Context: an optimization exercise on an open-source flow, tuned for small area, a short achievable clock period and few clock cycles per item. The choices shown serve that exercise and are no tape-out recipe. Where RTL was checked, it was by simulation tests only, not by an equivalence proof against the original. No functional check of the RTL was part of runs 4 and 5. No activity file was given, so power comes from the tool's default toggle rates.

--- flow/design.v ---
`default_nettype none
package life_pkg;
  typedef struct packed {
    logic       valid;
    logic [7:0] data;
  } byte_beat_t;
  typedef enum logic [1:0] {
    OP_NONE,
    OP_RANDOMIZE,
    OP_STEP
  } engine_op_t;
  typedef struct packed {
    logic       valid;
    engine_op_t op;
  } engine_req_t;
  typedef struct packed {
    logic [4-1:0] y;
    logic [5-1:0]  x;
  } cell_addr_t;
  typedef enum logic [2:0] {
    ENG_IDLE,
    ENG_RANDOMIZE,
    ENG_COUNT,
    ENG_COPY,
    ENG_PRINT
  } engine_state_t;
  typedef enum logic [2:0] {PR_IDLE, PR_HOME, PR_CELLS, PR_CR, PR_LF} print_state_t;
endpackage
`default_nettype wire
`timescale 1ns/1ps
`default_nettype none
module conway_top (
  input  logic       clk,
  input  logic       boot_reset,
  input  logic       rx_valid,
  input  logic [7:0] rx_data,
  output logic       rx_ready,
  output logic       tx_valid,
  output logic [7:0] tx_data,
  input  logic       tx_ready
);
  localparam int          L         = 549;  
  localparam int          K         = 34;   
  localparam logic [15:0] LFSR_SEED = 16'hace1;
  localparam logic [15:0] LFSR_TAPS = 16'hb400;
  logic       ph_hdr;
  logic [3:0] ph_y;
  logic [5:0] ph_c;
  logic       nx_hdr;
  logic [3:0] nx_y;
  logic [5:0] nx_c;
  always_comb begin
    nx_hdr = ph_hdr;
    nx_y   = ph_y;
    nx_c   = ph_c + 1'b1;
    if (ph_hdr) begin
      if (ph_c == 6'd4) begin
        nx_hdr = 1'b0;
        nx_y   = 4'd0;
        nx_c   = 6'd0;
      end
    end else if (ph_c == 6'd33) begin
      nx_c = 6'd0;
      if (ph_y == 4'd15) nx_hdr = 1'b1;
      else               nx_y   = ph_y + 1'b1;
    end
  end
  logic is_cell, y0, y15, dead;
  assign is_cell = !ph_hdr && !ph_c[5];
  assign y0   = (ph_y == 4'd0);
  assign y15  = (ph_y == 4'd15);
  assign dead = ph_hdr && (ph_c == 6'd0);
  logic [L-1:0]  ring;
  logic [K:1]    old;     
  logic [31:0]   lp;      
  logic          cap_u;   
  logic [15:0]   lfsr;
  logic          zero;    
  logic          pass_rand;
  logic          pass_step;
  logic n_x0, n_x31, n_y0, n_y15;
  logic nb_ul, nb_u, nb_ur, nb_l, nb_r, nb_dl, nb_d, nb_dr;
  always_comb begin
    nb_u  = n_y0 ? ring[38] : old[33];
    nb_ul = n_y0 ? (n_x0 ? ring[7] : ring[39]) : (n_x0 ? old[2] : old[34]);
    nb_ur = n_x31 ? cap_u : (n_y0 ? ring[37] : old[32]);
    nb_l  = n_x0 ? ring[L-32] : ring[0];
    nb_r  = n_x31 ? old[30] : ring[L-2];
    nb_dl = n_y15 ? lp[29] : (n_x0 ? ring[L-66] : ring[L-34]);
    nb_d  = n_y15 ? lp[28] : ring[L-35];
    nb_dr = n_y15 ? lp[27] : (n_x31 ? ring[L-4] : ring[L-36]);
  end
  function automatic logic [4:0] count4(input logic a, b, c, d);
    logic pa, qa, pb, qb;
    pa = a ^ b;
    qa = a & b;
    pb = c ^ d;
    qb = c & d;
    count4[0] = !(a | b | c | d);
    count4[1] = (pa ^ pb) && !qa && !qb;
    count4[2] = (qa && !pb && !qb) || (qb && !pa && !qa) || (pa && pb);
    count4[3] = (qa && pb) || (qb && pa);
    count4[4] = qa && qb;
  endfunction
  logic [4:0] cnt_a, cnt_b;
  logic       eq2, eq3, next_alive, nxt_alive;
  logic       cell_val;
  assign cnt_a = count4(nb_ul, nb_u, nb_ur, nb_l);
  assign cnt_b = count4(nb_r, nb_dl, nb_d, nb_dr);
  assign eq2 = (cnt_a[0] && cnt_b[2]) || (cnt_a[1] && cnt_b[1]) || (cnt_a[2] && cnt_b[0]);
  assign eq3 = (cnt_a[0] && cnt_b[3]) || (cnt_a[1] && cnt_b[2]) ||
               (cnt_a[2] && cnt_b[1]) || (cnt_a[3] && cnt_b[0]);
  assign next_alive = eq3 || (ring[L-1] && eq2);
  assign cell_val   = pass_rand ? lfsr[0] :
                      zero      ? 1'b0    :
                      pass_step ? nxt_alive : ring[0];
  always_ff @(posedge clk) begin
    ring  <= {ring[L-2:1], cell_val, ring[L-1]};
    old   <= {old[K-1:1], ring[0]};
    lp    <= {lp[30:0], (is_cell && y0) ? ring[0] : lp[31]};
    if (n_x0) cap_u <= nb_u;
    n_x0  <= ph_hdr ? (ph_c == 6'd3) : (ph_c == 6'd32);
    n_x31 <= !ph_hdr && (ph_c == 6'd29);
    n_y0  <= ph_hdr || (y0 && !ph_c[5]);
    n_y15 <= !ph_hdr && (ph_c[5] ? (ph_y == 4'd14) : y15);
    nxt_alive <= next_alive;
  end
  logic       fa;         
  logic       is_auto;    
  logic       running;
  logic [2:0] arm_cnt;    
  logic       fin;        
  logic       sync;       
  logic       nb_hdr;     
  logic [3:0] nb_y;
  logic [5:0] nb_c;
  logic       nb_eq;      
  logic fire, free, accept, is_rand, is_step, is_run, cmd_frame, auto_go, start;
  logic want, load, miss, last_fire, last_slot;
  logic [7:0] slot_byte;
  assign fire      = tx_valid && tx_ready;
  assign free      = !tx_valid || tx_ready;
  assign accept    = rx_valid && rx_ready;
  assign is_rand   = (rx_data == 8'h30);
  assign is_step   = (rx_data == 8'h31);
  assign is_run    = (rx_data == 8'h20);
  assign cmd_frame = accept && (is_rand || (is_step && !running));
  assign auto_go   = rx_ready && !rx_valid && running && (arm_cnt == 3'd5);
  assign start     = cmd_frame || auto_go;
  assign want      = fa && !fin && (sync || nb_eq);
  assign load      = want && free;
  assign miss      = fa && !fin && sync && !free;
  assign last_fire = fire && fin;
  assign last_slot = !ph_hdr && (ph_y == 4'd15) && (ph_c == 6'd33);
  always_comb begin
    if (ph_hdr) begin
      case (ph_c[2:0])
        3'd1:    slot_byte = 8'h1b;
        3'd2:    slot_byte = 8'h5b;
        3'd3:    slot_byte = 8'h3b;
        default: slot_byte = 8'h48;
      endcase
    end else if (!ph_c[5]) begin
      slot_byte = cell_val ? 8'h4f : 8'h20;
    end else if (!ph_c[0]) begin
      slot_byte = 8'h0d;
    end else begin
      slot_byte = 8'h0a;
    end
  end
  always_ff @(posedge clk) begin
    if (pass_rand && is_cell) begin
      lfsr <= {1'b0, lfsr[15:1]} ^ (lfsr[0] ? LFSR_TAPS : 16'h0000);
    end
    if (rx_ready || load) begin
      tx_data <= slot_byte;
    end
    if (sync) begin
      nb_hdr <= ph_hdr;
      nb_y   <= ph_y;
      nb_c   <= ph_c;
    end
    nb_eq <= !sync && (nb_hdr == nx_hdr) && (nb_y == nx_y) && (nb_c == nx_c);
    if (start || load) sync <= 1'b1;
    else if (miss)     sync <= 1'b0;
    if (start)     fin <= 1'b0;
    else if (load) fin <= last_slot;
    if (start) begin
      is_auto   <= auto_go;
      pass_step <= !(cmd_frame && is_rand);
    end else if (dead) begin
      pass_step <= 1'b0;
    end
    if (!running || (last_fire && is_auto)) begin
      arm_cnt <= 3'd0;
    end else if (dead && arm_cnt != 3'd5) begin
      arm_cnt <= arm_cnt + 1'b1;
    end
    if (boot_reset) begin
      ph_hdr    <= 1'b1;
      ph_y      <= 4'd15;
      ph_c      <= 6'd0;
      fa        <= 1'b0;
      tx_valid  <= 1'b0;
      rx_ready  <= 1'b0;
      running   <= 1'b0;
      pass_rand <= 1'b0;
      zero      <= 1'b1;
      lfsr      <= LFSR_SEED;
    end else begin
      ph_hdr <= nx_hdr;
      ph_y   <= nx_y;
      ph_c   <= nx_c;
      if (start) begin
        tx_valid  <= 1'b1;
        fa        <= 1'b1;
        pass_rand <= cmd_frame && is_rand;
        if (cmd_frame && is_rand) zero <= 1'b0;
      end else if (load) begin
        tx_valid <= 1'b1;
      end else if (fire) begin
        tx_valid <= 1'b0;
      end
      if (last_fire) fa <= 1'b0;
      if (dead) pass_rand <= 1'b0;
      if (accept && is_run) begin
        running <= !running;
      end else if (accept && is_step && running) begin
        running <= 1'b0;
      end
      rx_ready <= dead && !(fa && !last_fire);
    end
  end
endmodule
`default_nettype wire
--- flow/flow/run.sh ---
#!/bin/bash
# The standard ORFS layout (the standard.sh, unchanged synthesis and steps),
# with one change: the port buffers that global placement inserts on every input
# and output are buf_4 cells instead of the flow's default choice.
# The full make/tool output goes to standard.log in the work folder.
set -euo pipefail
bash standard.sh finish "BUFFER_PORTS_ARGS=-buffer_cell sky130_fd_sc_hd__buf_4" > standard.log 2>&1
--- flow/standard.sh ---
#!/bin/bash
# synth_recipe.tcl (not shown) runs the flow's synth.tcl, then flattens the netlist and writes it again
# the make line also repeats each setting of config.mk as NAME=value (left out here)
make -C /OpenROAD-flow-scripts/flow DESIGN_CONFIG=/design/flow/config.mk WORK_HOME=/design/flow/orfs CLKGATE_MAP_FILE= SYNTH_SCRIPT=/design/flow/synth_recipe.tcl "${@:-finish}"
--- flow/config.mk ---
export PLATFORM = sky130hd
export DESIGN_NAME = conway_top
export DESIGN_NICKNAME = conway_top
export VERILOG_FILES = /design/flow/design.v
export SDC_FILE = /design/flow/constraint.sdc
export NUM_CORES = 4
export LEC_CHECK = 0
export CAP_MARGIN = 20
export CORE_MARGIN = 2
export CORE_UTILIZATION = 60
export CTS_BUF_LIST = sky130_fd_sc_hd__clkbuf_4
export CTS_CLUSTER_DIAMETER = 35
export CTS_CLUSTER_SIZE = 12
export PLACE_DENSITY = 0.75
export SLEW_MARGIN = 20
--- flow/constraint.sdc ---
create_clock -name core_clock -period 10.0 [get_ports {clk}]
set_input_delay 2.0000 -clock core_clock [delete_from_list [all_inputs] [get_ports {clk}]]
set_output_delay 2.0000 -clock core_clock [all_outputs]
set_load 0.01 [all_outputs]
==> results of run 1 <==
[worst max path at each step]
stage | end | slack, ps | cells after the start
2_1_floorplan | is_auto | 6600 | 4
3_3_place_gp | is_auto | 6390 | 5
3_5_place_dp | is_auto | 6330 | 5
4_1_cts | tx_data[3] | 6630 | 1
5_1_grt | tx_data[3] | 6630 | 1
6_report | rx_ready | 6730 | 1
[layout make-up]
| type | count | area share |
|---|---|---|
| Sequential cell | 680 | 0.811 |
| Multi-Input combinational cell | 251 | 0.0995 |
| Clock buffer | 81 | 0.0357 |
| Tap cell | 335 | 0.0246 |
| Clock inverter | 24 | 0.0149 |
| Timing Repair Buffer | 20 | 0.00881 |
| Inverter | 22 | 0.00485 |
| Antenna cell | 2 | 0.000294 |
[cell usage in the layout, fill, tap and decap left out, types with 3 or more instances in the layout]
master     netlist  final
a211oi_1         7      7
a21oi_1         17     17
a31oi_1          4      4
and2_1           3      3
and3_1           3      3
buf_4            2     20
bufinv_16        0      4
clkbuf_4         0     81
clkinv_1         0      4
clkinv_2         0      5
clkinv_4         0      3
dfxtp_1        659    659
edfxtp_1        21     21
ha_1            19     19
inv_1           22     22
inv_8            0      3
mux2_2           4      4
mux2i_1          9      9
nand2_1         52     52
nand2b_1         3      3
nand3_1         15     15
nor2_1          21     21
nor2b_1          3      3
nor3_1           7      7
nor3b_1          3      3
o211ai_1         4      4
o21ai_0         14     14
or2_2            3      3
or3_1            3      3
xnor2_1         10     10
xor2_1           6      6
[power breakdown]
part	leakage, nW	internal [mW]	switching (mW)
logic	0.906	0.0327	0.0388
registers	5.51	2.74	0.0162
clock network	0.499	0.506	0.800
total	6.92	3.28	0.855
[per-stage QoR]
| stage | utilization | setup WS [ps] |
|---|---|---|
| 6_report | 0.659 | 6730 |
| 2_1_floorplan | - | 6600 |
| 3_5_place_dp | 0.626 | 6330 |
| 3_3_place_gp | 0.626 | 6390 |
| 5_1_grt | 0.659 | 6630 |
| 4_1_cts | 0.659 | 6630 |
[Yosys cell counts (3+ instances only)]
library cell	n	area, µm²
dfxtp_1	659	13200
nand2_1	52	195
inv_1	22	82.6
edfxtp_1	21	631
nor2_1	21	78.8
ha_1	19	238
a21oi_1	17	85.1
nand3_1	15	75.1
o21ai_0	14	70.1
xnor2_1	10	87.6
mux2i_1	9	90.1
a211oi_1	7	52.6
clkbuf_1	7	26.3
nor3_1	7	35.0
xor2_1	6	52.6
a31oi_1	4	25.0
mux2_2	4	45.0
o211ai_1	4	30.0
and2_1	3	18.8
and3_1	3	18.8
nand2b_1	3	18.8
nor2b_1	3	18.8
nor3b_1	3	22.5
or2_2	3	18.8
or3_1	3	18.8
[layer usage]
metal / global-route usage / vias up / part of all wire
li1: - / 3314 / -
met1: 0.204 / 2961 / 0.53
met2: 0.184 / 130 / 0.39
met3: 0.0382 / 55 / 0.048
met4: 0.0733 / 0 / 0.031
met5: 0 / - / 0
[registers in the layout, summed over array words and instances, names as in the netlist, 3 cells and up]
name,cells
arm_cnt,3
lp,32
ph_c,6
nb_y,4
ring,549
ph_y,4
lfsr,16
tx_data,7
old,34
nb_c,6
[cell families (layout without fill, tap and decap cells)]
kind of cell               after synthesis  in the layout  share of synthesized area
adders and majority gates               19             19                     0.0152
AOI/OAI and AO/OA                       64             64                     0.0266
buffers and inverters                   36            147                     0.0102
and+or+nand+nor                        136            136                     0.0463
DFF                                    680            680                      0.882
muxes                                   15             15                     0.0109
xor gates and xnor gates                16             16                    0.00894
other                                    1              3                   0.000239
==> flow_summary.yaml, run 1 <==
critical_path:
  crit_family: "flip-flops"
  reg2reg_to: "nxt_alive"
  r2r_cells: 8
  required_ps: 8000
  reg2reg_from: "n_x0"
  critPathMaxFanout: 4
  cp_slowest_cell: "dfxtp_1"
  critPathArrivalTime_ps: 1270
  worst_setup_path_end_kind: "primary output"
  path_cells: "buf_4"
  startpoint: "rx_ready"
  path_buf_inv: 1
  critical_path.startpoint_type: "flip-flop"
  max_stage_delay_ps: 420
  reg2reg_setup_slack_ps: 7520
  critical_path_class: "flip-flop to primary output"
place:
  hpwl_um: 9750
  dp.cells: 1308
  dpl-instance-area_um2: 16200
  routabilityCongestion: 0.805
  port-buffer-count: 20
layout:
  fin_area_um2: 17000
  layout-drive-gt1-share: 0.131
  nets: 1080
  register_area_um2: 13800
  fin_cells: 1415
  multiInputGateArea_um2: 1700
  fillCellCount: 1867
  syn_to_final_growth_pct: 8.67
grt:
  grt.total_usage: 0.138
  grt_max_degree: 21
  grt_antenna_before_repair: 1
  globalRoute.totalOverflow: 0
  first_global_vias: 6512
  grt_first_pass_wirelength_um: 31100
job:
  maxCapViolations: 0
power:
  ir_drop_v: 0.000154
  total_power_mw: 4.13
  p_leak_nw: 6.92
  power_density_nw_per_um2: 242
sta:
  rsz0062_at_grt: "false"
  finalHoldViolCount: 0
  hold_ws_ps: 289
  fin_tns_setup_ps: 0
  setup_viol: 0
  timing.final.crit_share: 0.327
  clock.fmax_mhz: 305
  worst_pin_slew_ps: 623
  maxSlewHeadroom: 0.584
  final.min_clock_period_ps: 3270
  clock_skew_ps: 55.7
  final_max_slew_viol_count: 0
hold_path:
  hp-class: "flip-flop to flip-flop"
  hold_depth: 0
  min_from: "ring[8]"
  min_to: "ring[9]"
route:
  drtIter0Drc: 307
  drcViolationCount: 0
  wl_per_cell_um: 12.7
  vias: 6460
  drt-pass1-iter-count: 4
  routed_wl_um: 17900
  vias_per_cell: 4.57
  antenna_left: 0
yosys:
  netlist_area_um2: 15700
  synth-main-ff-cell: "dfxtp_1"
  syn_avg_cell_area_um2: 16.2
  syn_nets: 998
  synth_seq_area_share: 0.882
  async_flop_share: 0
  syn_inst: 967
  synth_edf_count: 21
  ys_warn_count: 1
  ys_ff_latch: 680
  ys_types: 62
clock_tree:
  clk_pin_slew_ps: 110
  h-tree-depth: 3
  postCtsSetupRepairBufs: 0
  cts_buffers: 74
  cts_tree: "built"
  clk_latency_ps: 690
  root_buffer: "clkbuf_4"
  clk_path_buf_depth: 3
  postCtsHoldBufs: 0
  cts_sinks: 680
  cts_resized: 0
floorplanning:
  die_h_um: 166
  rows: 59
  die_w_um: 166
  die_area_um2: 27400
  core-area_um2: 25800
  ios: 22
  start_util: 0.607
outcome:
  status: "timing/DRC/antenna clean"
Testbench counts, summed over its fixed seeds: cycles 52,704, frames 96.
==> run 2, diff against run 1 <==
--- a/flow/config.mk
+++ b/flow/config.mk
@@ -9,7 +9,7 @@
 export CORE_MARGIN = 2
 export CORE_UTILIZATION = 60
-export CTS_BUF_LIST = sky130_fd_sc_hd__clkbuf_4
-export CTS_CLUSTER_DIAMETER = 35
-export CTS_CLUSTER_SIZE = 12
+export CTS_BUF_LIST = sky130_fd_sc_hd__clkbuf_4 sky130_fd_sc_hd__clkbuf_8
+export CTS_CLUSTER_DIAMETER = 40
+export CTS_CLUSTER_SIZE = 16
 export PLACE_DENSITY = 0.75
 export SLEW_MARGIN = 20
==> run 2 against run 1 <==
Compared with the run above: maximum frequency increased by 3.8%; critical endpoint is now tx_data[3]; worst setup slack better by 120 ps; core utilization increased by 0.83 points; cell area up 1.3%; combinational power is 0.6% higher.
==> flow_summary.yaml, run 2 <==
yosys:
  synthTopCellsByArea: "dfxtp_1 (84%), edfxtp_1 (4.0%), ha_1 (1.5%), nand2_1 (1.2%), mux2i_1 (0.57%)"
  syn_nets: 998
  netlist_area_um2: 15700
  ys_warn_count: 1
  synth-main-ff-cell: "dfxtp_1"
  ys_types: 62
  synth_common_cells: "dfxtp_1 (659), nand2_1 (52), inv_1 (22), edfxtp_1 (21), nor2_1 (21)"
  yosysTopAreaCellShare: 0.841
  synth_seq_area_share: 0.882
  async_flop_share: 0
  ys_ff_latch: 680
  yosysMostFrequentCell: "dfxtp_1"
  syn_inst: 967
  syn_avg_cell_area_um2: 16.2
  synth_edf_count: 21
  yosysTopAreaCell: "dfxtp_1"
grt:
  grt_antenna_before_repair: 0
  globalRoute.totalOverflow: 0
  grt.total_usage: 0.137
  first_global_vias: 6373
  grt_max_degree: 21
  grt_first_pass_wirelength_um: 31000
sta:
  final.min_clock_period_ps: 3150
  clock.fmax_mhz: 317
  maxSlewHeadroom: 0.599
  fin_tns_setup_ps: 0
  rsz0062_at_grt: "false"
  worst_pin_slew_ps: 601
  setup_viol: 0
  timing.final.crit_share: 0.315
  final_max_slew_viol_count: 0
  finalHoldViolCount: 0
  clock_skew_ps: 15.2
place:
  hpwl_um: 9750
  dp.cells: 1308
  port-buffer-count: 20
  routabilityCongestion: 0.805
route:
  wl_per_cell_um: 12.9
  drcViolationCount: 0
  routed_wl_um: 18000
  vias_per_cell: 4.57
  drt-pass1-iter-count: 4
  drtIter0Drc: 302
  vias: 6343
  antenna_left: 0
critical_path:
  cp_slowest_cell: "edfxtp_1"
  path_cells: "buf_4"
  critical_path.startpoint_type: "flip-flop"
  critPathMaxFanout: 1
  critPathArrivalTime_ps: 1150
  max_stage_delay_ps: 410
  required_ps: 8000
  worst_setup_path_end_kind: "primary output"
  crit_family: "flip-flops"
  critical_path_class: "flip-flop to primary output"
  path_buf_inv: 1
layout:
  largest_register: "ring"
  n_antenna_cell: 0
  syn_to_final_growth_pct: 10.0
  final_cell_mix: "dfxtp_1 (659), clkbuf_8 (61), nand2_1 (52)"
  largest_registers: "ring x549, old x34, lp x32"
  largest_register_ffs: 549
  final_common_cell: "dfxtp_1"
  nets: 1060
  layout-drive-gt1-share: 0.115
  fin_cells: 1389
  fillCellCount: 1812
power:
  p_leak_nw: 6.97
  power_density_nw_per_um2: 249
  combPwrFrac: 0.017
  p_seq_frac: 0.640
  switching_share: 0.202
  total_power_mw: 4.30
  ir_drop_v: 0.000219
  p_sw_mw: 0.870
  p_clk_frac: 0.344
  p_int_mw: 3.43
clock_tree:
  cts_tree: "built"
  cts_resized: 0
  clk_pin_slew_ps: 90
  cts_buffers: 54
  clk_latency_ps: 590
  clk_path_buf_depth: 3
  root_buffer: "clkbuf_8"
  h-tree-depth: 2
  cts_sinks: 680
  postCtsHoldBufs: 0
  postCtsSetupRepairBufs: 0
floorplanning:
  die_w_um: 166
  core-area_um2: 25800
  ios: 22
  start_util: 0.607
  rows: 59
  die_h_um: 166
  die_area_um2: 27400
outcome:
  status: "timing/DRC/antenna clean"
job:
  maxCapViolations: 0
hold_path:
  hp-class: "flip-flop to flip-flop"
run 2: final cells by class:
class | instances | area [µm²] | share of cell area
Sequential cell | 680 | 13800 | 0.801
Multi-Input combinational cell | 251 | 1700 | 0.0983
Tap cell | 335 | 419 | 0.0243
Clock inverter | 16 | 211 | 0.0123
Timing Repair Buffer | 20 | 150 | 0.00870
Inverter | 22 | 82.6 | 0.00479
Clock buffer | 65 | 870 | 0.0504
run 2: per-stage QoR:
stage               hold slack, ps   util  setup slack (ps)  instance area (µm²)
finish                         324  0.668              6850                17300
global route                   329  0.668              6770                17300
CTS                            329  0.668              6780                17300
detailed placement             312  0.626              6330                16200
global placement               311  0.626              6390                16200
floorplan                      310      -              6600                15700
run 2: layer usage:
| layer | GRT usage | vias to the layer above | wire length [µm] |
|---|---|---|---|
| met2 | 0.188 | 124 | 7110 |
| met1 | 0.207 | 2928 | 9550 |
| met5 | 0 | - | 0 |
| met4 | 0.0594 | 0 | 533 |
| met3 | 0.0344 | 48 | 793 |
| li1 | - | 3243 | - |
run 2: cell families (layout without fill, tap and decap cells):
group	after synthesis	in the layout	share of synthesized area
mux	15	15	0.0109
fa+ha+maj	19	19	0.0152
xor+xnor	16	16	0.00894
other cells	1	1	0.000239
simple gates	136	136	0.0463
buf+inv	36	123	0.0102
compound gates	64	64	0.0266
flops	680	680	0.882
run 2: worst paths after layout:
kind | from | to | slack [ps] | cells past startpoint
min reg2reg | old[11] | old[12] | 320 | 0
max | tx_data[3] | tx_data[3] | 6850 | 1
min | old[11] | old[12] | 320 | 0
max reg2reg | n_x0 | nxt_alive | 7570 | 8
run 2: power groups by stage:
stage | combinational, mW | sequential [mW] | clock (mW)
6_report | 0.0719 | 2.75 | 1.48
5_1_grt | 0.0802 | 2.76 | 1.63
4_1_cts | 0.0723 | 2.75 | 1.53
3_5_place_dp | 0.0716 | 2.82 | 0
3_3_place_gp | 0.0708 | 2.82 | 0
2_1_floorplan | 0.0520 | 2.81 | 0
==> run 3, diff against run 2 <==
--- a/flow/config.mk
+++ b/flow/config.mk
@@ -9,7 +9,7 @@
 export CORE_MARGIN = 2
 export CORE_UTILIZATION = 60
-export CTS_BUF_LIST = sky130_fd_sc_hd__clkbuf_4 sky130_fd_sc_hd__clkbuf_8
-export CTS_CLUSTER_DIAMETER = 40
-export CTS_CLUSTER_SIZE = 16
+export CTS_BUF_LIST = sky130_fd_sc_hd__clkbuf_8
+export CTS_CLUSTER_DIAMETER = 50
+export CTS_CLUSTER_SIZE = 20
 export PLACE_DENSITY = 0.75
 export SLEW_MARGIN = 20
==> run 3 against run 2 <==
Compared with the run above: die area did not move; critical path depth unchanged; still clean; clock skew up 9.4 ps; sequential power hardly changed; cell count shrank 1.8%; total power fell by 6.6%; synthesized cell count unchanged; routed wire length is 3.8% lower; synthesized area unchanged; combinational power shrank 0.7%; clock power shrank about 20%; largest cell class unchanged; critical endpoint unchanged; sequential share of layout area increased by 1.7 points.
==> flow_summary.yaml, run 3 <==
outcome:
  status: "timing/DRC/antenna clean"
place:
  routabilityCongestion: 0.805
  port-buffer-count: 20
  place_ws_ps: 6330
  hpwl_um: 9750
  dpl-instance-area_um2: 16200
route:
  vias_per_cell: 4.56
  met3_length_um: 685
  routed_wl_um: 17300
  top_layer: "met4"
  drt-pass1-iter-count: 5
  wl_per_cell_um: 12.7
  drtIter0Drc: 288
  vias: 6221
  drcViolationCount: 0
  drt-met1-wl_um: 9460
  antenna_left: 0
  routed-wl-met2_um: 6700
critical_path:
  path_cells: "buf_4"
  reg2reg_from: "n_x0"
  cp.depth: 1
  cp_slowest_cell: "edfxtp_1"
  r2r_cells: 8
  path_buf_inv: 1
  reg2reg_setup_slack_ps: 7600
  worst_setup_path_end_kind: "primary output"
  critPathMaxFanout: 1
  critical_path_class: "flip-flop to primary output"
  critPathArrivalTime_ps: 1150
  reg2reg_to: "nxt_alive"
  crit_family: "flip-flops"
  max_stage_delay_ps: 420
  required_ps: 8000
  critical_path.startpoint_type: "flip-flop"
yosys:
  async_flop_share: 0
  yosysTopAreaCellShare: 0.841
  synth_common_cells: "dfxtp_1 (659), nand2_1 (52), inv_1 (22), edfxtp_1 (21), nor2_1 (21)"
  syn_nets: 998
  ys_types: 62
  synth-main-ff-cell: "dfxtp_1"
  synth_edf_count: 21
  ys_ff_latch: 680
  syn_inst: 967
  netlist_area_um2: 15700
  syn_avg_cell_area_um2: 16.2
  yosysMostFrequentCell: "dfxtp_1"
  yosysTopAreaCell: "dfxtp_1"
  synth_seq_area_share: 0.882
  synthTopCellsByArea: "dfxtp_1 (84%), edfxtp_1 (4.0%), ha_1 (1.5%), nand2_1 (1.2%), mux2i_1 (0.57%)"
  ys_warn_count: 1
sta:
  maxSlewHeadroom: 0.590
  fin_tns_setup_ps: 0
  final_max_slew_viol_count: 0
  clock_skew_ps: 24.6
  worst_pin_slew_ps: 615
  finalHoldViolCount: 0
  final.min_clock_period_ps: 3150
  timing.final.ws_setup_ps: 6850
  hold_ws_ps: 322
  clock.fmax_mhz: 318
  setup_viol: 0
  rsz0062_at_grt: "false"
  timing.final.crit_share: 0.315
clock_tree:
  cts_buffers: 43
  clk_pin_slew_ps: 110
  postCtsHoldBufs: 0
  cts_tree: "built"
  clk_path_buf_depth: 3
  root_buffer: "clkbuf_8"
  postCtsSetupRepairBufs: 0
  clk_latency_ps: 570
  cts_sinks: 680
  cts_resized: 0
  h-tree-depth: 2
layout:
  largest_registers: "ring x549, old x34, lp x32"
  layout-drive-gt1-share: 0.0923
  largest_register_ffs: 549
  final_common_cell: "dfxtp_1"
  largest_register: "ring"
  n_antenna_cell: 0
  nets: 1049
  fillCellCount: 1840
  final_cell_mix: "dfxtp_1 (659), nand2_1 (52), clkbuf_8 (45)"
  fin_area_um2: 16900
  syn_to_final_growth_pct: 7.77
grt:
  globalRoute.totalOverflow: 0
  grt_antenna_before_repair: 0
  grt_first_pass_wirelength_um: 29900
  grt.total_usage: 0.131
  grt_max_degree: 21
  first_global_vias: 6191
power:
  ir_drop_v: 0.000160
  switching_share: 0.203
  p_sw_mw: 0.817
  power_density_nw_per_um2: 238
  p_int_mw: 3.20
  p_seq_frac: 0.685
  combPwrFrac: 0.018
  p_leak_nw: 6.79
  p_clk_frac: 0.297
floorplanning:
  die_area_um2: 27400
  start_util: 0.607
  die_w_um: 166
  rows: 59
  core-area_um2: 25800
  die_h_um: 166
  ios: 22
job:
  maxCapViolations: 0
hold_path:
  hp-class: "flip-flop to flip-flop"
  min_from: "ring[478]"
  hold_depth: 0
  min_to: "ring[479]"
[run 3: power by group through the flow]
| stage | Sequential, mW | Combinational, mW | Clock (mW) |
|---|---|---|---|
| after detailed placement | 2.82 | 0.0716 | 0 |
| after floorplan | 2.81 | 0.0520 | 0 |
| final | 2.75 | 0.0714 | 1.19 |
| after CTS | 2.75 | 0.0721 | 1.24 |
| after global placement | 2.82 | 0.0708 | 0 |
| after global routing | 2.76 | 0.0800 | 1.34 |
[run 3: stage by stage]
step	power [mW]	util	cells
2_1_floorplan	2.86	-	967
3_3_place_gp	2.89	0.626	1308
3_5_place_dp	2.89	0.626	1308
4_1_cts	4.07	0.654	1364
5_1_grt	4.18	0.654	1364
6_report	4.02	0.654	1364
[run 3: kinds of logic after synthesis]
kind of cell / after synthesis / share of synthesized area
DFF: 680 / 0.882
and+or+nand+nor: 136 / 0.0463
AOI/OAI and AO/OA: 64 / 0.0266
buffers and inverters: 36 / 0.0102
adders and majority gates: 19 / 0.0152
xor gates and xnor gates: 16 / 0.00894
muxes: 15 / 0.0109
other: 1 / 0.000239
[run 3: routing by layer]
layer  vias up  global-route usage
met4         0              0.0537
met5         -                   0
met2        95               0.179
li1       3205                   -
met3        38              0.0294
met1      2883               0.204
[run 3: layout make-up]
class                      count  area [µm²]  share of cell area
sequential                   680       13800               0.818
multi-input combinational    251        1700               0.100
clock buffer                  45         619              0.0367
tap                          335         419              0.0248
timing repair buffer          20         150             0.00889
clock inverter                11         108             0.00637
inverter                      22        82.6             0.00489
[run 3: how the worst max path moves through the flow]
stage,from,end,slack [ps]
after detailed placement,rx_data[1],is_auto,6330
after global placement,rx_data[1],is_auto,6390
after floorplan,rx_data[1],is_auto,6600
after CTS,tx_data[3],tx_data[3],6800
after global routing,tx_data[3],tx_data[3],6800
final,tx_data[3],tx_data[3],6850
==> run 4, diff against run 3 <==
--- a/flow/design.v
+++ b/flow/design.v
@@ -139,4 +139,6 @@
   logic want, load, miss, last_fire, last_slot;
   logic [7:0] slot_byte;
+  logic [6:0] tx_low;   
+  assign tx_data = {1'b0, tx_low};
   assign fire      = tx_valid && tx_ready;
   assign free      = !tx_valid || tx_ready;
@@ -174,5 +176,5 @@
     end
     if (rx_ready || load) begin
-      tx_data <= slot_byte;
+      tx_low <= slot_byte[6:0];
     end
     if (sync) begin
==> run 4 against run 3 <==
Compared with the run above: critical endpoint is now is_auto; largest power group unchanged; largest cell class unchanged; critical path type is now input pin to flip-flop; non-clock buffer count did not move; still clean; synthesized area fell by 0.10%; clock-buffer cell count fell by 1; worst setup slack got worse by 25 ps; clock power rose by 5%.
==> flow_summary.yaml, run 4 <==
layout:
  final_cell_mix: "dfxtp_1 (659), nand2_1 (59), clkbuf_8 (44)"
  final_common_cell: "dfxtp_1"
  layout-drive-gt1-share: 0.0890
  n_antenna_cell: 0
  register_area_um2: 13800
  fillCellCount: 1800
  largest_register: "ring"
  largest_register_ffs: 549
  syn_to_final_growth_pct: 8.32
  multiInputGateArea_um2: 1700
  nets: 1060
  largest_registers: "ring x549, old x34, lp x32"
hold_path:
  hp-class: "flip-flop to flip-flop"
  hold_depth: 0
  min_from: "ring[192]"
  min_to: "ring[193]"
yosys:
  yosysMostFrequentCell: "dfxtp_1"
  async_flop_share: 0
  syn_nets: 1007
  synth-main-ff-cell: "dfxtp_1"
  synthTopCellsByArea: "dfxtp_1 (84%), edfxtp_1 (4.0%), ha_1 (1.5%), nand2_1 (1.4%), nor2_1 (0.65%)"
  ys_warn_count: 1
  ys_types: 58
  syn_avg_cell_area_um2: 16.0
  yosysTopAreaCellShare: 0.842
  ys_ff_latch: 680
  synth_edf_count: 21
  netlist_area_um2: 15700
  syn_inst: 976
  yosysTopAreaCell: "dfxtp_1"
  synth_seq_area_share: 0.883
  synth_common_cells: "dfxtp_1 (659), nand2_1 (59), nor2_1 (27), inv_1 (22), edfxtp_1 (21)"
critical_path:
  cp.depth: 5
  critPathArrivalTime_ps: 3460
  reg2reg_setup_slack_ps: 7550
  reg2reg_from: "n_x0"
  reg2reg_to: "nxt_alive"
  crit_family: "simple AND/OR/NAND/NOR gates"
  max_stage_delay_ps: 540
  critPathMaxFanout: 5
  path_buf_inv: 2
  r2r_cells: 8
  critical_path_class: "input pin to flip-flop"
  path_cells: "buf_4 -> or4b_1 -> nor4_2 -> a31oi_1 -> inv_1"
  required_ps: 10280
  cp_slowest_cell: "or4b_1"
  critical_path.startpoint_type: "input pin"
  worst_setup_path_end_kind: "flip-flop"
clock_tree:
  clk_pin_slew_ps: 110
  root_buffer: "clkbuf_8"
  postCtsSetupRepairBufs: 0
  h-tree-depth: 2
  cts_sinks: 680
  cts_resized: 0
  cts_buffers: 43
  postCtsHoldBufs: 0
  clk_latency_ps: 570
  clk_path_buf_depth: 3
  cts_tree: "built"
place:
  port-buffer-count: 20
  routabilityCongestion: 0.806
  hpwl_um: 9900
floorplanning:
  die_w_um: 166
  die_area_um2: 27400
  ios: 22
  rows: 59
  start_util: 0.606
  core-area_um2: 25800
  die_h_um: 166
power:
  ir_drop_v: 0.000141
  p_leak_nw: 6.83
  power_density_nw_per_um2: 240
sta:
  rsz0062_at_grt: "false"
  clock_skew_ps: 17.5
  setup_viol: 0
  final_max_slew_viol_count: 0
  finalHoldViolCount: 0
  hold_ws_ps: 317
  worst_pin_slew_ps: 620
  fin_tns_setup_ps: 0
  clock.fmax_mhz: 315
  maxSlewHeadroom: 0.586
  final.min_clock_period_ps: 3170
  timing.final.crit_share: 0.317
outcome:
  status: "timing/DRC/antenna clean"
grt:
  grt_first_pass_wirelength_um: 29800
  grt.total_usage: 0.137
  globalRoute.totalOverflow: 0
  grt_antenna_before_repair: 0
  grt_max_degree: 22
  first_global_vias: 6112
route:
  vias_per_cell: 4.51
  vias: 6227
  drt-pass1-iter-count: 4
  drcViolationCount: 0
  routed_wl_um: 18000
  drtIter0Drc: 291
  wl_per_cell_um: 13.1
  antenna_left: 0
job:
  maxCapViolations: 0
[run 4: worst max path at each step]
stage,startpoint,endpoint,slack (ps)
floorplan,rx_data[1],is_auto,6600
global placement,rx_data[1],is_auto,6390
global route,rx_ready,rx_ready,6810
CTS,rx_ready,rx_ready,6830
finish,rx_data[1],is_auto,6830
detailed placement,rx_data[1],is_auto,6270
[run 4: through the flow]
| step | instance area, µm² | util | std cells | worst slack [ps] | power, mW |
|---|---|---|---|---|---|
| final | 17000 | 0.657 | 1380 | 6830 | 4.07 |
| after floorplan | 15700 | - | 976 | 6600 | 2.86 |
| after global routing | 17000 | 0.657 | 1380 | 6810 | 4.21 |
| after detailed placement | 16200 | 0.626 | 1319 | 6270 | 2.88 |
| after CTS | 17000 | 0.657 | 1380 | 6830 | 4.11 |
| after global placement | 16200 | 0.626 | 1319 | 6390 | 2.88 |
[run 4: metal layers]
metal / GRT usage / share of wire
met3: 0.0360 / 0.042
met4: 0.0517 / 0.026
met2: 0.192 / 0.40
met5: 0 / 0
met1: 0.206 / 0.53
[run 4: final cells by class]
class,count,area share
Clock buffer,44,0.0357
Clock inverter,17,0.0110
Inverter,22,0.00487
Multi-Input combinational cell,262,0.100
Sequential cell,680,0.815
Tap cell,335,0.0247
Timing Repair Buffer,20,0.00885
[run 4: report_power, final]
part	internal (mW)	switching, mW	total [mW]	leakage (nW)
clock	0.476	0.774	1.25	0.417
combinational	0.0332	0.0373	0.0705	0.900
sequential	2.74	0.0146	2.75	5.51
[run 4: kinds of logic (layout without fill, tap and decap cells)]
| group | Yosys count | after routing | share of synthesized area |
|---|---|---|---|
| xor+xnor | 14 | 14 | 0.00783 |
| simple gates | 149 | 149 | 0.0480 |
| buf+inv | 34 | 103 | 0.00895 |
| flops | 680 | 680 | 0.883 |
| other cells | 1 | 1 | 0.000239 |
| mux | 14 | 14 | 0.0101 |
| fa+ha+maj | 19 | 19 | 0.0152 |
| compound gates | 65 | 65 | 0.0272 |
==> run 5, diff against run 4 <==
--- a/flow/design.v
+++ b/flow/design.v
@@ -80,4 +80,8 @@
   logic          pass_step;
   logic n_x0, n_x31, n_y0, n_y15;
+  assign n_x0  = ph_hdr ? (ph_c == 6'd4) : (ph_c == 6'd33);
+  assign n_x31 = !ph_hdr && (ph_c == 6'd30);
+  assign n_y0  = ph_hdr || (y0 && ph_c != 6'd33);
+  assign n_y15 = !ph_hdr && (ph_c == 6'd33 ? (ph_y == 4'd14) : y15);
   logic nb_ul, nb_u, nb_ur, nb_l, nb_r, nb_dl, nb_d, nb_dr;
   always_comb begin
@@ -120,8 +124,4 @@
     lp    <= {lp[30:0], (is_cell && y0) ? ring[0] : lp[31]};
     if (n_x0) cap_u <= nb_u;
-    n_x0  <= ph_hdr ? (ph_c == 6'd3) : (ph_c == 6'd32);
-    n_x31 <= !ph_hdr && (ph_c == 6'd29);
-    n_y0  <= ph_hdr || (y0 && !ph_c[5]);
-    n_y15 <= !ph_hdr && (ph_c[5] ? (ph_y == 4'd14) : y15);
     nxt_alive <= next_alive;
   end
@@ -139,6 +139,4 @@
   logic want, load, miss, last_fire, last_slot;
   logic [7:0] slot_byte;
-  logic [6:0] tx_low;   
-  assign tx_data = {1'b0, tx_low};
   assign fire      = tx_valid && tx_ready;
   assign free      = !tx_valid || tx_ready;
@@ -176,5 +174,5 @@
     end
     if (rx_ready || load) begin
-      tx_low <= slot_byte[6:0];
+      tx_data <= slot_byte;
     end
     if (sync) begin
--- a/flow/config.mk
+++ b/flow/config.mk
@@ -8,8 +8,8 @@
 export CAP_MARGIN = 20
 export CORE_MARGIN = 2
-export CORE_UTILIZATION = 60
+export CORE_UTILIZATION = 70
 export CTS_BUF_LIST = sky130_fd_sc_hd__clkbuf_8
 export CTS_CLUSTER_DIAMETER = 50
 export CTS_CLUSTER_SIZE = 20
-export PLACE_DENSITY = 0.75
+export PLACE_DENSITY = 0.82
 export SLEW_MARGIN = 20
==> run 5 against run 4 <==
Compared with the run above: largest power group unchanged; combinational power shrank 4.0%; synthesized cell count grew 0.61%; critical path depth grew 9; sequential share of layout area grew 0.32 points; synthesized area shrank 0.12%; sequential cell count shrank 4; clock power shrank 3%; clock-buffer cell count is the same; sequential power is essentially flat; cell count shrank 4.1%; hold slack gained 2.2 ps; highest routed layer unchanged; first-iteration DRC count grew 7.9%.
==> flow_summary.yaml, run 5 <==
sta:
  clock.fmax_mhz: 285
  setup_viol: 0
  final_max_slew_viol_count: 0
  timing.final.crit_share: 0.351
  fin_tns_setup_ps: 0
  maxSlewHeadroom: 0.491
  worst_pin_slew_ps: 757
  clock_skew_ps: 26.1
  hold_ws_ps: 319
  rsz0062_at_grt: "false"
  timing.final.ws_setup_ps: 6490
  final.min_clock_period_ps: 3510
  finalHoldViolCount: 0
power:
  p_leak_nw: 6.80
  combPwrFrac: 0.017
  p_sw_mw: 0.798
  p_clk_frac: 0.302
  p_int_mw: 3.21
  ir_drop_v: 0.000174
  p_seq_frac: 0.681
  power_density_nw_per_um2: 239
  switching_share: 0.199
layout:
  n_antenna_cell: 0
  fin_cells: 1323
  fin_area_um2: 16800
  largest_register: "ring"
  final_common_cell: "dfxtp_1"
  largest_registers: "ring x549, old x34, lp x32"
  largest_register_ffs: 549
  syn_to_final_growth_pct: 7.40
  register_area_um2: 13700
  fillCellCount: 1258
  nets: 1061
  layout-drive-gt1-share: 0.0853
  final_cell_mix: "dfxtp_1 (655), nand2_1 (56), clkbuf_8 (44)"
  multiInputGateArea_um2: 1740
clock_tree:
  clk_path_buf_depth: 3
  root_buffer: "clkbuf_8"
  h-tree-depth: 2
  clk_pin_slew_ps: 110
  clk_latency_ps: 590
  cts_resized: 0
  cts_sinks: 676
  postCtsHoldBufs: 0
  postCtsSetupRepairBufs: 0
  cts_tree: "built"
  cts_buffers: 42
route:
  routed_wl_um: 20000
  drcViolationCount: 0
  drt-pass1-iter-count: 4
  drtIter0Drc: 314
  vias: 6402
  vias_per_cell: 4.84
  antenna_left: 0
  wl_per_cell_um: 15.2
yosys:
  ys_warn_count: 1
  async_flop_share: 0
  yosysMostFrequentCell: "dfxtp_1"
  synthTopCellsByArea: "dfxtp_1 (84%), edfxtp_1 (4.0%), ha_1 (1.4%), nand2_1 (1.3%), a21oi_1 (0.83%)"
  synth_common_cells: "dfxtp_1 (655), nand2_1 (56), a21oi_1 (26), nor2_1 (24), edfxtp_1 (21)"
  syn_nets: 1012
  yosysTopAreaCell: "dfxtp_1"
  syn_avg_cell_area_um2: 15.9
  syn_inst: 982
  synth-main-ff-cell: "dfxtp_1"
  synth_seq_area_share: 0.879
  ys_ff_latch: 676
  yosysTopAreaCellShare: 0.838
  ys_types: 59
  netlist_area_um2: 15600
  synth_edf_count: 21
place:
  place_ws_ps: 6070
  port-buffer-count: 20
  hpwl_um: 12000
  routabilityCongestion: 0.911
  dpl-instance-area_um2: 16100
  dp.cells: 1267
job:
  maxCapViolations: 0
critical_path:
  crit_family: "adder cells"
  critPathMaxFanout: 13
  critical_path_class: "flip-flop to flip-flop"
  path_cells: "inv_1 -> ha_1 -> nand4bb_1 -> nor3_2 -> nor2_1 -> inv_2 -> mux2_1 -> mux2_2 -> inv_1 -> ha_1 -> ha_1 -> a221o_1 -> a21oi_1 -> o311ai_1"
  worst_setup_path_end_kind: "flip-flop"
  critPathArrivalTime_ps: 3960
  max_stage_delay_ps: 590
  crit_path_frequent_cell: "ha_1"
  required_ps: 10440
  cp_slowest_cell: "dfxtp_1"
  reg2reg_setup_slack_ps: 6490
  critical_path.startpoint_type: "flip-flop"
  path_buf_inv: 3
grt:
  grt_antenna_before_repair: 0
  globalRoute.totalOverflow: 0
  first_global_vias: 6598
  grt_max_degree: 22
  grt_first_pass_wirelength_um: 33400
  grt.total_usage: 0.176
floorplanning:
  start_util: 0.715
  rows: 54
  die_h_um: 153
  ios: 22
  die_area_um2: 23600
  die_w_um: 153
  core-area_um2: 21900
outcome:
  status: "timing/DRC/antenna clean"
hold_path:
  hp-class: "flip-flop to flip-flop"
==> run 5: power by group through the flow <==
stage          registers [mW]  clock network [mW]  logic [mW]
4_1_cts                  2.73                1.24      0.0671
2_1_floorplan            2.79                   0      0.0471
6_report                 2.73                1.21      0.0677
5_1_grt                  2.73                1.33      0.0749
3_3_place_gp             2.79                   0      0.0648
3_5_place_dp             2.79                   0      0.0668
==> run 5: cell type report <==
| class | instances | area share |
|---|---|---|
| timing repair buffer | 20 | 0.00894 |
| clock buffer | 44 | 0.0360 |
| inverter | 23 | 0.00514 |
| tap | 280 | 0.0209 |
| multi-input combinational | 268 | 0.103 |
| clock inverter | 12 | 0.00760 |
| sequential | 676 | 0.818 |
==> run 5: worst register-to-register path, delay by kind of cell, from the launching register on <==
kind	cells	cell delay [ps]
compound gates	3	510
fa+ha+maj	3	690
buf+inv	3	360
flops	1	590
mux	2	610
simple gates	3	640
==> run 5: path summary, 6_finish.rpt <==
check                                from        end  depth (start not counted)
worst max-delay path              ph_c[0]  nxt_alive                         14
worst min-delay path            ring[542]  ring[543]                          0
worst max register to register    ph_c[0]  nxt_alive                         14
worst min register to register  ring[542]  ring[543]                          0
==> run 5: kinds of logic after synthesis <==
logic type | synth area share
mux | 0.0116
buf+inv | 0.0104
xor+xnor | 0.00672
fa+ha+maj | 0.0144
other cells | 0.000240
compound gates | 0.0320
simple gates | 0.0461
flops | 0.879
==> run 5: metrics by stage <==
stage / utilization / total power [mW]
after floorplan: - / 2.84
after global placement: 0.734 / 2.86
after detailed placement: 0.734 / 2.86
after CTS: 0.767 / 4.04
after global routing: 0.767 / 4.14
final: 0.767 / 4.01
==> run 5: per-layer routing <==
metal	GRT usage	vias up	wire, µm	part of all wire
met4	0.0625	0	493	0.025
li1	-	3259	-	-
met3	0.0386	40	875	0.044
met5	0	-	0	0
met2	0.261	112	8700	0.43
met1	0.260	2991	9980	0.50
==> run 6, diff against run 5 <==
--- a/flow/design.v
+++ b/flow/design.v
@@ -80,8 +80,4 @@
   logic          pass_step;
   logic n_x0, n_x31, n_y0, n_y15;
-  assign n_x0  = ph_hdr ? (ph_c == 6'd4) : (ph_c == 6'd33);
-  assign n_x31 = !ph_hdr && (ph_c == 6'd30);
-  assign n_y0  = ph_hdr || (y0 && ph_c != 6'd33);
-  assign n_y15 = !ph_hdr && (ph_c == 6'd33 ? (ph_y == 4'd14) : y15);
   logic nb_ul, nb_u, nb_ur, nb_l, nb_r, nb_dl, nb_d, nb_dr;
   always_comb begin
@@ -124,4 +120,8 @@
     lp    <= {lp[30:0], (is_cell && y0) ? ring[0] : lp[31]};
     if (n_x0) cap_u <= nb_u;
+    n_x0  <= ph_hdr ? (ph_c == 6'd3) : (ph_c == 6'd32);
+    n_x31 <= !ph_hdr && (ph_c == 6'd29);
+    n_y0  <= ph_hdr || (y0 && !ph_c[5]);
+    n_y15 <= !ph_hdr && (ph_c[5] ? (ph_y == 4'd14) : y15);
     nxt_alive <= next_alive;
   end
==> flow/flow/run.sh (replaced) <==
#!/bin/bash
# The standard ORFS layout (the standard.sh: unchanged synthesis and steps),
# with two changes in how the layout is made:
#  - the port buffers that global placement puts on every input and output are
#    buf_4 cells instead of the flow's default choice;
#  - timing repair works with a larger setup margin, so it also speeds up the
#    paths that already meet the 10 ns clock (constraints are unchanged).
# The full make/tool output goes to standard.log in the work folder.
set -euo pipefail
bash standard.sh finish \
  "BUFFER_PORTS_ARGS=-buffer_cell sky130_fd_sc_hd__buf_4" \
  "SETUP_SLACK_MARGIN=6.95" > standard.log 2>&1
==> run 6 against run 5 <==
Compared with the run above: still clean on timing, DRC and antenna; non-clock buffer count grew 3; total power grew 1.1%; synthesized cell count shrank 1.5%; cell area grew 0.68%; via count shrank 0.70%; largest power group unchanged.
==> flow_summary.yaml, run 6 <==
outcome:
  status: "timing/DRC/antenna clean"
critical_path:
  critPathArrivalTime_ps: 1170
  path_cells: "buf_6"
  worst_setup_path_end_kind: "primary output"
  cp_slowest_cell: "edfxtp_1"
  critical_path_class: "flip-flop to primary output"
  max_stage_delay_ps: 440
  path_buf_inv: 1
  critPathMaxFanout: 1
  required_ps: 8000
  critical_path.startpoint_type: "flip-flop"
  crit_family: "flip-flops"
layout:
  final_cell_mix: "dfxtp_1 (657), nand2_1 (52), clkbuf_8 (43)"
  layout-drive-gt1-share: 0.0953
  syn_to_final_growth_pct: 7.88
  largest_register_ffs: 549
  final_common_cell: "dfxtp_1"
  nets: 1050
  fillCellCount: 1210
  largest_register: "ring"
  n_antenna_cell: 0
  largest_registers: "ring x549, old x34, lp x32"
  multiInputGateArea_um2: 1720
  register_area_um2: 13800
yosys:
  yosysTopAreaCellShare: 0.841
  syn_inst: 967
  ys_ff_latch: 680
  netlist_area_um2: 15700
  ys_warn_count: 1
  ys_types: 62
  syn_nets: 998
  synthTopCellsByArea: "dfxtp_1 (84%), edfxtp_1 (4.0%), ha_1 (1.5%), nand2_1 (1.2%), mux2i_1 (0.57%)"
  synth-main-ff-cell: "dfxtp_1"
  yosysTopAreaCell: "dfxtp_1"
  synth_edf_count: 21
  synth_seq_area_share: 0.882
  synth_common_cells: "dfxtp_1 (659), nand2_1 (52), inv_1 (22), edfxtp_1 (21), nor2_1 (21)"
  async_flop_share: 0
  yosysMostFrequentCell: "dfxtp_1"
  syn_avg_cell_area_um2: 16.2
power:
  p_clk_frac: 0.302
  combPwrFrac: 0.019
  p_seq_frac: 0.679
  p_sw_mw: 0.803
  ir_drop_v: 0.000160
  p_leak_nw: 6.83
  p_int_mw: 3.25
  power_density_nw_per_um2: 240
  switching_share: 0.198
route:
  wl_per_cell_um: 15.0
  drt-pass1-iter-count: 4
  vias: 6357
  antenna_left: 0
  drcViolationCount: 0
  vias_per_cell: 4.86
  routed_wl_um: 19600
  drtIter0Drc: 275
floorplanning:
  core-area_um2: 21900
  die_h_um: 154
  die_area_um2: 23600
  rows: 54
  ios: 22
  start_util: 0.716
  die_w_um: 154
sta:
  clock.fmax_mhz: 315
  maxSlewHeadroom: 0.613
  final_max_slew_viol_count: 0
  setup_viol: 0
  clock_skew_ps: 27.4
  final.min_clock_period_ps: 3170
  rsz0062_at_grt: "true"
  fin_tns_setup_ps: 0
  hold_ws_ps: 319
  worst_pin_slew_ps: 580
  finalHoldViolCount: 0
  timing.final.crit_share: 0.317
clock_tree:
  cts_buffers: 41
  postCtsHoldBufs: 0
  clk_pin_slew_ps: 120
  cts_tree: "built"
  root_buffer: "clkbuf_8"
  h-tree-depth: 2
  cts_sinks: 680
  clk_latency_ps: 580
  clk_path_buf_depth: 3
grt:
  globalRoute.totalOverflow: 0
  first_global_vias: 6411
  grt_first_pass_wirelength_um: 32300
  grt_antenna_before_repair: 0
  grt.total_usage: 0.169
  grt_max_degree: 22
job:
  maxCapViolations: 0
hold_path:
  hp-class: "flip-flop to flip-flop"
place:
  hpwl_um: 10900
  routabilityCongestion: 0.879
  port-buffer-count: 20
-- run 6: cell types whose count changed after synthesis, moves of 4 or more --
cell,previous run,this run
clkbuf_1,11,7
o221ai_1,4,0
a21oi_1,26,17
nor2b_1,8,3
nand2_1,56,52
dfxtp_1,655,659
-- run 6: what timing repair did --
action | 4_1_cts | 5_1_grt
buffers inserted | 1 | 2
endpoints found under the setup margin | 9 | 9
gates resized for setup | 6 | 4
-- run 6: metrics by stage --
stage / util / area, µm² / setup WS (ps) / cells / total power [mW]
2_1_floorplan: - / 15700 / 6690 / 967 / 2.86
3_3_place_gp: 0.737 / 16100 / 6510 / 1253 / 2.89
3_5_place_dp: 0.737 / 16100 / 6470 / 1253 / 2.89
4_1_cts: 0.771 / 16900 / 6810 / 1306 / 4.08
5_1_grt: 0.773 / 16900 / 6790 / 1308 / 4.19
6_report: 0.773 / 16900 / 6830 / 1308 / 4.05
-- run 6: routing by layer --
metal | wire, µm | global-route usage
met5 | 0 | 0
met4 | 373 | 0.0546
met3 | 714 | 0.0338
met2 | 8780 | 0.260
met1 | 9730 | 0.247
-- run 6: layout make-up --
class	count	area share
clock buffer	43	0.0350
clock inverter	9	0.00836
inverter	22	0.00488
multi-input combinational	251	0.102
sequential	680	0.818
tap	280	0.0207
timing repair buffer	23	0.0118
-- run 6: path summary, 6_finish.rpt --
path / to / cells after the start / slack, ps / startpoint
max: tx_data[3] / 1 / 6830 / tx_data[3]
min: ring[5] / 0 / 320 / ring[4]
max reg2reg: nxt_alive / 8 / 7560 / n_x0
min reg2reg: ring[5] / 0 / 320 / ring[4]
-- run 6: cells by family (layout without fill, tap and decap cells) --
kind of cell	Yosys count	in the layout	share of synthesized area
AND/OR/NAND/NOR	136	136	0.0463
XOR/XNOR	16	16	0.00894
adder cells (fa/ha/maj)	19	19	0.0152
other	1	1	0.000239
multiplexers	15	15	0.0109
flip-flops	680	680	0.882
buffers and inverters	36	97	0.0102
AO/OA/AOI/OAI	64	64	0.0266
-- run 6: power by group through the flow --
stage	sequential [mW]	combinational, mW	clock (mW)
final	2.75	0.0755	1.22
after global placement	2.82	0.0707	0
after global routing	2.76	0.0832	1.35
after floorplan	2.81	0.0524	0
after detailed placement	2.82	0.0720	0
after CTS	2.75	0.0733	1.26
Testbench counts of run 6, summed over its fixed seeds: cycles 52,704, frames 96.
==> run 7, diff against run 6 <==
==> flow/flow/run.sh (replaced) <==
#!/bin/bash
# The standard ORFS layout (the standard.sh: unchanged synthesis and steps),
# with two changes in how the layout is made:
#  - the port buffers that global placement puts on every input and output are
#    buf_4 cells instead of the flow's default choice;
#  - clock tree synthesis gets its options directly: clkbuf_8 sink clusters
#    under a clkbuf_16 root buffer.
# The full make/tool output goes to standard.log in the work folder.
set -euo pipefail
bash standard.sh finish \
  "BUFFER_PORTS_ARGS=-buffer_cell sky130_fd_sc_hd__buf_4" \
  "CTS_ARGS=-sink_clustering_enable -repair_clock_nets -sink_clustering_size 20 -sink_clustering_max_diameter 50 -buf_list sky130_fd_sc_hd__clkbuf_8 -root_buf sky130_fd_sc_hd__clkbuf_16 " > standard.log 2>&1
==> run 7 against run 6 <==
Compared with the run above: sequential cell count unchanged; cell count about the same; critical endpoint is now is_auto; largest cell class unchanged; hold slack gained 6.2 ps; via count is 0.55% higher; largest power group unchanged; worst setup slack worse by 9.1 ps; still clean on timing, DRC and antenna.
==> flow_summary.yaml, run 7 <==
route:
  routed_wl_um: 21100
  wl_per_cell_um: 16.1
  drtIter0Drc: 291
  vias_per_cell: 4.89
  drt-pass1-iter-count: 4
  antenna_left: 0
  vias: 6392
  drcViolationCount: 0
critical_path:
  r2r_cells: 8
  reg2reg_to: "nxt_alive"
  max_stage_delay_ps: 530
  required_ps: 10230
  reg2reg_from: "n_x0"
  critical_path.startpoint_type: "input pin"
  path_buf_inv: 2
  endpoint: "is_auto"
  critPathArrivalTime_ps: 3410
  critical_path_class: "input pin to flip-flop"
  startpoint: "rx_data[1]"
  cp_slowest_cell: "or4b_1"
  cp.depth: 5
  path_cells: "buf_4 -> or4b_1 -> nor4_2 -> a31oi_1 -> inv_1"
  critPathMaxFanout: 5
  worst_setup_path_end_kind: "flip-flop"
  crit_family: "simple AND/OR/NAND/NOR gates"
  reg2reg_setup_slack_ps: 7420
clock_tree:
  cts_buffers: 41
  cts_resized: 0
  postCtsHoldBufs: 0
  cts_tree: "built"
  clk_latency_ps: 520
  root_buffer: "clkbuf_16"
  postCtsSetupRepairBufs: 0
  clk_pin_slew_ps: 120
  clk_path_buf_depth: 3
  cts_sinks: 680
  h-tree-depth: 2
power:
  p_leak_nw: 6.80
  ir_drop_v: 0.000176
  power_density_nw_per_um2: 240
  total_power_mw: 4.04
floorplanning:
  ios: 22
  die_h_um: 154
  rows: 54
  die_w_um: 154
  die_area_um2: 23600
  start_util: 0.716
  core-area_um2: 21900
yosys:
  yosysTopAreaCell: "dfxtp_1"
  syn_inst: 967
  syn_avg_cell_area_um2: 16.2
  synth-main-ff-cell: "dfxtp_1"
  async_flop_share: 0
  synth_seq_area_share: 0.882
  yosysTopAreaCellShare: 0.841
  synthTopCellsByArea: "dfxtp_1 (84%), edfxtp_1 (4.0%), ha_1 (1.5%), nand2_1 (1.2%), mux2i_1 (0.57%)"
  synth_common_cells: "dfxtp_1 (659), nand2_1 (52), inv_1 (22), edfxtp_1 (21), nor2_1 (21)"
  netlist_area_um2: 15700
  yosysMostFrequentCell: "dfxtp_1"
  synth_edf_count: 21
  ys_ff_latch: 680
  ys_types: 62
  syn_nets: 998
  ys_warn_count: 1
place:
  hpwl_um: 11300
  routabilityCongestion: 0.862
  port-buffer-count: 20
  dpl-instance-area_um2: 16100
outcome:
  status: "timing/DRC/antenna clean"
grt:
  met3_usage: 0.0361
  grt_max_degree: 22
  globalRouteMet2Util: 0.294
  grt_use_met1: 0.253
  grt_antenna_before_repair: 0
  first_global_vias: 6641
  busiest_layer: "met2"
  globalRoute.totalOverflow: 0
  grt.total_usage: 0.183
  grt_first_pass_wirelength_um: 34200
layout:
  nets: 1047
  largest_register: "ring"
  fin_area_um2: 16800
  n_antenna_cell: 0
  largest_register_ffs: 549
  layout-drive-gt1-share: 0.0886
  syn_to_final_growth_pct: 7.29
  final_cell_mix: "dfxtp_1 (659), nand2_1 (52), clkbuf_8 (38)"
  final_common_cell: "dfxtp_1"
  largest_registers: "ring x549, old x34, lp x32"
job:
  maxCapViolations: 0
sta:
  final.min_clock_period_ps: 3180
  timing.final.crit_share: 0.318
  finalHoldViolCount: 0
  rsz0062_at_grt: "false"
  maxSlewHeadroom: 0.593
  worst_pin_slew_ps: 609
  setup_viol: 0
  clock_skew_ps: 14.7
  final_max_slew_viol_count: 0
  clock.fmax_mhz: 315
  fin_tns_setup_ps: 0
hold_path:
  hp-class: "flip-flop to flip-flop"
-- run 7: cell counts after synthesis --
Identical to the previous run, type by type.
-- run 7: kinds of logic after synthesis --
| kind of cell | count (synthesis) | synth area share |
|---|---|---|
| xor gates and xnor gates | 16 | 0.00894 |
| DFF | 680 | 0.882 |
| buffers and inverters | 36 | 0.0102 |
| and+or+nand+nor | 136 | 0.0463 |
| AOI/OAI and AO/OA | 64 | 0.0266 |
| adders and majority gates | 19 | 0.0152 |
| muxes | 15 | 0.0109 |
| other | 1 | 0.000239 |
-- run 7: layer usage --
metal / wire (µm) / vias up
li1: - / 3205
met1: 10000 / 3026
met2: 9840 / 115
met4: 487 / 0
met3: 753 / 46
met5: 0 / -
-- run 7: where the power goes --
part	leakage (nW)	total (mW)	switching, mW	internal, mW
combinational	0.906	0.0723	0.0396	0.0328
sequential	5.51	2.75	0.0170	2.74
clock	0.380	1.21	0.762	0.450
-- run 7: worst min path at each step --
stage | start | to | slack, ps | depth (start not counted)
global placement | ring[60] | ring[61] | 310 | 0
detailed placement | ring[200] | ring[201] | 310 | 0
global route | ring[380] | ring[381] | 330 | 0
floorplan | lp[9] | lp[10] | 310 | 0
CTS | ring[59] | ring[60] | 330 | 0
finish | ring[79] | ring[80] | 320 | 0
-- run 7: layout make-up --
cell class                      instances  area (µm²)
Fill cell                            1197        5070
Clock buffer                           43         648
Tap cell                              280         350
Inverter                               22        82.6
Timing Repair Buffer                   20         150
Multi-Input combinational cell        251        1700
Sequential cell                       680       13800
Clock inverter                         11        72.6
-- run 7: worst reg2reg max path: stages, from the launching register on --
cell,delay (ps)
dfxtp_1,520
mux4_2,580
inv_1,70
ha_1,250
ha_1,230
a211oi_1,290
o22ai_1,140
o21ai_0,230
o211ai_1,150
-- run 7: per-stage QoR --
step	cells	setup WS [ps]	hold WS [ps]	util
floorplan	967	6600	310	-
global placement	1253	6390	310	0.736
detailed placement	1253	6320	312	0.736
CTS	1307	6860	329	0.768
global route	1307	6750	333	0.768
finish	1307	6820	325	0.768
==> run 8, diff against run 7 <==
--- a/flow/flow/run.sh
+++ b/flow/flow/run.sh
@@ -10,3 +10,3 @@
 bash standard.sh finish \
   "BUFFER_PORTS_ARGS=-buffer_cell sky130_fd_sc_hd__buf_4" \
-  "CTS_ARGS=-sink_clustering_enable -repair_clock_nets -sink_clustering_size 20 -sink_clustering_max_diameter 50 -buf_list sky130_fd_sc_hd__clkbuf_8 -root_buf sky130_fd_sc_hd__clkbuf_16 " > standard.log 2>&1
+  "CTS_ARGS=-sink_clustering_enable -repair_clock_nets -sink_clustering_size 20 -sink_clustering_max_diameter 50 -buf_list sky130_fd_sc_hd__clkbuf_8 -root_buf sky130_fd_sc_hd__clkbuf_16 -distance_between_buffers 100" > standard.log 2>&1
==> run 8 against run 7 <==
Compared with the run above: synthesized area is the same; sequential share of layout area is the same; clock power about the same; clock skew stayed put; first-iteration DRC count unchanged; synthesized cell count unchanged; largest power group unchanged; largest cell class unchanged; sequential cell count stayed put; register-to-register slack is essentially flat.
==> flow_summary.yaml, run 8 <==
sta:
  finalHoldViolCount: 0
  worst_pin_slew_ps: 609
  clock_skew_ps: 14.7
  maxSlewHeadroom: 0.593
  timing.final.crit_share: 0.318
  rsz0062_at_grt: "false"
  clock.fmax_mhz: 315
  fin_tns_setup_ps: 0
  final.min_clock_period_ps: 3180
  setup_viol: 0
  final_max_slew_viol_count: 0
hold_path:
  hp-class: "flip-flop to flip-flop"
layout:
  largest_register: "ring"
  nets: 1047
  n_antenna_cell: 0
  final_cell_mix: "dfxtp_1 (659), nand2_1 (52), clkbuf_8 (38)"
  largest_register_ffs: 549
  fin_area_um2: 16800
  final_common_cell: "dfxtp_1"
  syn_to_final_growth_pct: 7.29
  layout-drive-gt1-share: 0.0886
  largest_registers: "ring x549, old x34, lp x32"
critical_path:
  critPathMaxFanout: 5
  required_ps: 10230
  worst_setup_path_end_kind: "flip-flop"
  critical_path.startpoint_type: "input pin"
  critical_path_class: "input pin to flip-flop"
  critPathArrivalTime_ps: 3410
clock_tree:
  cts_resized: 0
  postCtsSetupRepairBufs: 0
  clk_latency_ps: 520
  cts_tree: "built"
  cts_buffers: 41
  clk_pin_slew_ps: 120
  cts_sinks: 680
  h-tree-depth: 2
  root_buffer: "clkbuf_16"
  postCtsHoldBufs: 0
  clk_path_buf_depth: 3
yosys:
  ys_ff_latch: 680
  syn_avg_cell_area_um2: 16.2
  yosysTopAreaCellShare: 0.841
  ys_warn_count: 1
  synth-main-ff-cell: "dfxtp_1"
  yosysTopAreaCell: "dfxtp_1"
  yosysMostFrequentCell: "dfxtp_1"
  synth_edf_count: 21
  synth_seq_area_share: 0.882
  async_flop_share: 0
  synth_common_cells: "dfxtp_1 (659), nand2_1 (52), inv_1 (22), edfxtp_1 (21), nor2_1 (21)"
  ys_types: 62
  synthTopCellsByArea: "dfxtp_1 (84%), edfxtp_1 (4.0%), ha_1 (1.5%), nand2_1 (1.2%), mux2i_1 (0.57%)"
  netlist_area_um2: 15700
  syn_nets: 998
  syn_inst: 967
grt:
  first_global_vias: 6641
  grt_first_pass_wirelength_um: 34200
  globalRoute.totalOverflow: 0
  grt_antenna_before_repair: 0
  grt.total_usage: 0.183
  grt_max_degree: 22
route:
  antenna_left: 0
  vias: 6392
  drtIter0Drc: 291
  routed_wl_um: 21100
  wl_per_cell_um: 16.1
  vias_per_cell: 4.89
  drcViolationCount: 0
  drt-pass1-iter-count: 4
floorplanning:
  core-area_um2: 21900
  start_util: 0.716
  ios: 22
  rows: 54
  die_h_um: 154
  die_w_um: 154
  die_area_um2: 23600
outcome:
  status: "timing/DRC/antenna clean"
place:
  port-buffer-count: 20
  hpwl_um: 11300
  routabilityCongestion: 0.862
  dpl-instance-area_um2: 16100
job:
  maxCapViolations: 0
power:
  power_density_nw_per_um2: 240
  p_leak_nw: 6.80
  ir_drop_v: 0.000176
==> run 8: cells by family (layout without fill, tap and decap cells) <==
kind of cell | after synthesis | after routing | share of synthesized area
XOR/XNOR | 16 | 16 | 0.00894
AO/OA/AOI/OAI | 64 | 64 | 0.0266
other | 1 | 1 | 0.000239
buffers and inverters | 36 | 96 | 0.0102
multiplexers | 15 | 15 | 0.0109
AND/OR/NAND/NOR | 136 | 136 | 0.0463
adder cells (fa/ha/maj) | 19 | 19 | 0.0152
flip-flops | 680 | 680 | 0.882
==> run 8: through the flow <==
stage	setup WS, ps	power, mW	cells	utilization	hold WS [ps]
2_1_floorplan	6600	2.86	967	-	310
5_1_grt	6750	4.16	1307	0.768	333
3_5_place_dp	6320	2.89	1253	0.736	312
6_report	6820	4.04	1307	0.768	325
4_1_cts	6860	4.07	1307	0.768	329
3_3_place_gp	6390	2.89	1253	0.736	310
==> run 8: routing by layer <==
| metal | vias up | global-route usage | share of wire |
|---|---|---|---|
| li1 | 3205 | - | - |
| met1 | 3026 | 0.253 | 0.47 |
| met2 | 115 | 0.294 | 0.47 |
| met3 | 46 | 0.0361 | 0.036 |
| met4 | 0 | 0.0620 | 0.023 |
| met5 | - | 0 | 0 |
==> run 8: layout make-up <==
cell class / count / area (µm²)
well taps: 280 / 350
flip-flops and latches: 680 / 13800
inverters: 22 / 82.6
multi-input cells: 251 / 1700
repair buffers: 20 / 150
clock inverters: 11 / 72.6
clock buffers: 43 / 648
fillers: 1197 / 5070
==> run 8: worst max-delay path: stages <==
cell and delay, ps:
buf_4 100, or4b_1 530, nor4_2 380, a31oi_1 240
inv_1 160
==> run 8: where the power goes <==
| part | internal [mW] | switching, mW |
|---|---|---|
| Sequential | 2.74 | 0.0170 |
| Clock | 0.450 | 0.762 |
| Combinational | 0.0328 | 0.0396 |
| Total | 3.22 | 0.818 |
==> run 8: path summary, 6_finish.rpt <==
path         startpoint   endpoint  slack (ps)  cells after the start
max          rx_data[1]    is_auto        6820                      5
min            ring[79]   ring[80]         320                      0
max reg2reg        n_x0  nxt_alive        7420                      8
min reg2reg    ring[79]   ring[80]         320                      0

[what the ideal ports hide]
Ports are ideal in the flow. The routed layouts listed here were re-timed in OpenROAD.
Step 1 (the two cells are an assumption about what drives the block):
set clk [get_ports {clk}]
set_driving_cell -lib_cell sky130_fd_sc_hd__clkbuf_16 $clk
set_driving_cell -lib_cell sky130_fd_sc_hd__buf_2 [delete_from_list [all_inputs] $clk]
Step 2 times the ports against the registers' clock, not the clock port: input delays grow and output delays shrink by t, the midpoint of the rising clock arrivals with the driver on.
Slacks: ideal / step 1 / step 2; pairs: ideal / step 1.
run | t, ns | slack for setup (ns) | worst setup path after step 2 | worst data-port slew with drivers (ns)
run 1 | 0.713 | 6.726 / 6.683 / 6.329 | input to register | 0.03
run 2 | 0.627 | 6.846 / 6.803 / 6.311 | input to register | 0.03
run 3 | 0.601 | 6.853 / 6.811 / 6.341 | input to register | 0.03
run 4 | 0.606 | 6.828 / 6.841 / 6.243 | input to register | 0.03
run 5 | 0.613 | 6.487 / 6.487 / 6.043 | input to register | 0.04
run 6 | 0.598 | 6.830 / 6.794 / 6.465 | input to register | 0.03
run 7 | 0.556 | 6.821 / 6.844 / 6.288 | input to register | 0.03
run 8 | 0.556 | 6.821 / 6.844 / 6.288 | input to register | 0.03
After both steps setup and hold are still met in every run listed. The setup slack of run 4, which loses most, moves by +0.013 ns with the drivers and by -0.585 ns with both steps.
